From an optimization exercise on the open Yosys and OpenROAD flow, aimed at small area, a short achievable clock period and few clock cycles; shortcuts taken in it are not production practice.
In this exercise RTL edits were held to simulation tests only and were not proved equivalent to the original.
The flow treats the clock pin as an ideal source, which a real chip does not have.
Power is estimated from default activity; no workload was simulated.

## clock_sync_top
module clock_sync_top (
	input  logic                          clk_i,
	input  logic                          arst_n_i,
	input  logic [7:0]                    mbox_addr_i,
	input  logic [7:0]                    mbox_data_i,
	input  logic                          mbox_we_i,
	input  logic [1:0]                    snapshot_req_i,
	output logic [15:0]                   local_count_o,
	output logic [127:0]                  results_o,
	output logic [15:0]                   status_o,
	output logic                          result_req_o,
	input  logic                          result_ack_i
);
Size in the first run: roughly 1800 cells after synthesis, about 410 flip-flops, roughly 25000 sq um of cells after synthesis.
clock: 9.0 ns
lec_check: 0
cap_margin: 20
core_margin: 2
core_utilization: 65
cts_buf_list: sky130_fd_sc_hd__clkbuf_8
cts_cluster_diameter: 80
cts_cluster_size: 16
place_density: 0.8
slew_margin: 20
standard.sh (not shown) runs the stock make flow with config.mk's settings and CLKGATE_MAP_FILE= SYNTH_SCRIPT=/design/flow/synth_recipe.tcl, a recipe that flattens the netlist after the stock synthesis.
==> flow/flow/run.sh <==
#!/bin/bash
set -euo pipefail
here=$(pwd)
bash standard.sh finish \
  MATCH_CELL_FOOTPRINT=0 SETUP_SLACK_MARGIN=5.3 \
  "BUFFER_PORTS_ARGS=-buffer_cell sky130_fd_sc_hd__buf_1" \
  POST_CTS_TCL=$here/flow/skew.tcl SKEW_BUF_CELL=sky130_fd_sc_hd__clkbuf_4 SKEW_PRE_CELL=sky130_fd_sc_hd__clkbuf_1 \
  > flow_make.log 2>&1
==> flow/flow/skew.tcl <==
# Useful skew for the stamp -> result paths. After clock tree synthesis, the result registers
# under each leaf clock net are moved behind one extra clock buffer driven by that leaf net,
# so they capture a little later than the stamp registers launch. Only the register-to-
# register paths into the result registers gain; their paths to the outputs lose. With
# SKEW_PRE_CELL set, a second, smaller buffer drives the extra buffer, for a longer delay.
set block [ord::get_db_block]
set master [[ord::get_db] findMaster $::env(SKEW_BUF_CELL)]
array set groups {}
foreach inst [$block getInsts] {
  if { [string match "u_offset_delay_calc.results_o*" [$inst getName]] } {
    set it [$inst findITerm CLK]
    lappend groups([[$it getNet] getName]) $it
  }
}
set k 0
foreach leaf [lsort [array names groups]] {
  set buf [odb::dbInst_create $block $master skew_buf_$k]
  set net [odb::dbNet_create $block clknet_skew_$k]
  $net setSigType CLOCK
  if { [info exists ::env(SKEW_PRE_CELL)] && $::env(SKEW_PRE_CELL) != "" } {
    set pre [odb::dbInst_create $block [[ord::get_db] findMaster $::env(SKEW_PRE_CELL)] skew_pre_$k]
    set mid [odb::dbNet_create $block clknet_skew_pre_$k]
    $mid setSigType CLOCK
    [$pre findITerm A] connect [$block findNet $leaf]
    [$pre findITerm X] connect $mid
    [$buf findITerm A] connect $mid
  } else {
    set pre ""
    [$buf findITerm A] connect [$block findNet $leaf]
  }
  [$buf findITerm X] connect $net
  set sx 0
  set sy 0
  foreach it $groups($leaf) {
    $it disconnect
    $it connect $net
    set loc [[$it getInst] getLocation]
    incr sx [lindex $loc 0]
    incr sy [lindex $loc 1]
  }
  set n [llength $groups($leaf)]
  $buf setLocation [expr { $sx / $n }] [expr { $sy / $n }]
  $buf setPlacementStatus PLACED
  if { $pre != "" } {
    $pre setLocation [expr { $sx / $n }] [expr { $sy / $n }]
    $pre setPlacementStatus PLACED
  }
  puts "skew: $n result registers under $leaf now behind skew_buf_$k"
  incr k
}
detailed_placement
estimate_parasitics -placement
repair_timing_helper
detailed_placement
check_placement -verbose
The starting point finished clean.
Testbench counts at the start, summed over its fixed seeds: cycles 240.
Next try:
--- a/flow/flow/run.sh
+++ b/flow/flow/run.sh
@@ -7 +7 @@
-  POST_CTS_TCL=$here/flow/skew.tcl SKEW_BUF_CELL=sky130_fd_sc_hd__clkbuf_4 SKEW_PRE_CELL=sky130_fd_sc_hd__clkbuf_1 \
+  POST_CTS_TCL=$here/flow/skew.tcl SKEW_BUF_CELL=sky130_fd_sc_hd__clkbuf_4 SKEW_PRE_CELL=sky130_fd_sc_hd__clkbuf_1 SKEW_OTHER_MARGIN=5.9 \
--- a/flow/flow/skew.tcl
+++ b/flow/flow/skew.tcl
@@ -2 +2,2 @@
-# under each leaf clock net are moved behind one extra clock buffer driven by that leaf net,
+# under each leaf clock net are moved, in groups of at most SKEW_MAX_FANOUT (8), behind one
+# extra clock buffer driven by that leaf net,
@@ -14,0 +16,19 @@
+# at most SKEW_MAX_FANOUT registers behind each extra buffer, taken in order along x
+set max_fanout 8
+if { [info exists ::env(SKEW_MAX_FANOUT)] } {
+  set max_fanout $::env(SKEW_MAX_FANOUT)
+}
+array set chunks {}
+set c 0
+foreach leaf [lsort [array names groups]] {
+  set sorted [lsort -integer -index 0 [lmap it $groups($leaf) {
+    list [lindex [[$it getInst] getLocation] 0] $it
+  }]]
+  set n [llength $sorted]
+  set parts [expr { ($n + $max_fanout - 1) / $max_fanout }]
+  set size [expr { ($n + $parts - 1) / $parts }]
+  for { set i 0 } { $i < $n } { incr i $size } {
+    set chunks($c) [list $leaf [lmap x [lrange $sorted $i [expr { $i + $size - 1 }]] { lindex $x 1 }]]
+    incr c
+  }
+}
@@ -16 +36,2 @@
-foreach leaf [lsort [array names groups]] {
+foreach c [lsort -integer [array names chunks]] {
+  lassign $chunks($c) leaf its
@@ -34 +55 @@
-  foreach it $groups($leaf) {
+  foreach it $its {
@@ -41 +62 @@
-  set n [llength $groups($leaf)]
+  set n [llength $its]
@@ -52,0 +74,5 @@
+# repair with the flow's setup margin, or with SKEW_REPAIR_MARGIN when that is set
+set saved_margin $::env(SETUP_SLACK_MARGIN)
+if { [info exists ::env(SKEW_REPAIR_MARGIN)] } {
+  set ::env(SETUP_SLACK_MARGIN) $::env(SKEW_REPAIR_MARGIN)
+}
@@ -53,0 +80,9 @@
+set ::env(SETUP_SLACK_MARGIN) $saved_margin
+# with SKEW_OTHER_MARGIN set, one more repair towards that margin that leaves the logic in
+# front of the result registers alone (it is held by set_dont_touch during the repair)
+if { [info exists ::env(SKEW_OTHER_MARGIN)] } {
+  set front [get_cells -of_objects [all_fanin -flat -to [get_pins u_offset_delay_calc.results_o*/D]]]
+  set_dont_touch $front
+  repair_timing -setup -setup_margin $::env(SKEW_OTHER_MARGIN) -repair_tns 100 -verbose
+  unset_dont_touch $front
+}
Effect: The new run ended with an error in clock tree synthesis. Synthesized area does not change. Synthesized cell count stays the same.
Next try:
--- a/flow/flow/run.sh
+++ b/flow/flow/run.sh
@@ -7 +7 @@
-  POST_CTS_TCL=$here/flow/skew.tcl SKEW_BUF_CELL=sky130_fd_sc_hd__clkbuf_4 SKEW_PRE_CELL=sky130_fd_sc_hd__clkbuf_1 SKEW_OTHER_MARGIN=5.9 \
+  POST_CTS_TCL=$here/flow/skew.tcl SKEW_BUF_CELL=sky130_fd_sc_hd__clkbuf_4 SKEW_PRE_CELL=sky130_fd_sc_hd__clkbuf_1 SKEW_OTHER_MARGIN=5.9 SKEW_REPAIR_MARGIN=5.62 \
--- a/flow/flow/skew.tcl
+++ b/flow/flow/skew.tcl
@@ -84 +84 @@
-  set front [get_cells -of_objects [all_fanin -flat -to [get_pins u_offset_delay_calc.results_o*/D]]]
+  set front [get_fanin -to [get_pins u_offset_delay_calc.results_o*/D] -only_cells -flat]
Now the flow finished clean.
Area after synthesis stays the same.
Synthesized cell count does not change.
Next try:
==> flow/flow/run.sh (replaced) <==
#!/bin/bash
set -euo pipefail
here=$(pwd)
bash standard.sh finish \
  MATCH_CELL_FOOTPRINT=0 SETUP_SLACK_MARGIN=5.3 \
  "BUFFER_PORTS_ARGS=-buffer_cell sky130_fd_sc_hd__buf_1" \
  POST_CTS_TCL=$here/flow/skew.tcl SKEW_BUF_CELL=sky130_fd_sc_hd__clkbuf_4 SKEW_PRE_CELL=sky130_fd_sc_hd__dlygate4sd1_1 SKEW_OTHER_MARGIN=5.9 \
  > flow_make.log 2>&1
After rerunning: The changed run ran to the end with no violations; combinational power came out lower by about 5%; final cell count stays flat; wire length came out lower by about 1.3%; worst hold slack is worse by 0.10 ns; die area is unchanged; worst setup slack stays flat; register-to-register slack barely changes; final area came out lower by about 0.36%; total power came out lower by about 0.7%.

[static timing again, ports no longer ideal]
The results above use ideal ports. As a check the final layouts listed here were re-extracted and re-timed, cells and wires unchanged.
Step 1: set_driving_cell puts a clkbuf_16 on clk_i and a buf_2 on each other input, an assumption about the parent block.
Step 2, shift: input delay + t, output delay - t, t = (earliest + latest rising clock arrival at the registers) / 2. This alone moves slack from input paths to output paths.
Slacks: ideal / step 1 / step 2; pairs: ideal / step 1.
run | t, ns | setup slack, ns | latest minus earliest clock arrival (ns) | pins driven straight from the clock port
the first run | 0.819 | 5.532 / 5.532 / 4.782 | 0.325 / 0.325 | 1
the third run | 0.823 | 5.595 / 5.595 / 4.887 | 0.320 / 0.320 | 1
the fourth run | 0.869 | 5.595 / 5.542 / 4.857 | 0.418 / 0.418 | 1
Clock arrivals are far apart in every run listed, so t is only a midpoint there and step 2 fits no single register. The setup slack of the first run, which loses most, moves by 0.000 ns with the drivers and by -0.750 ns with both steps.
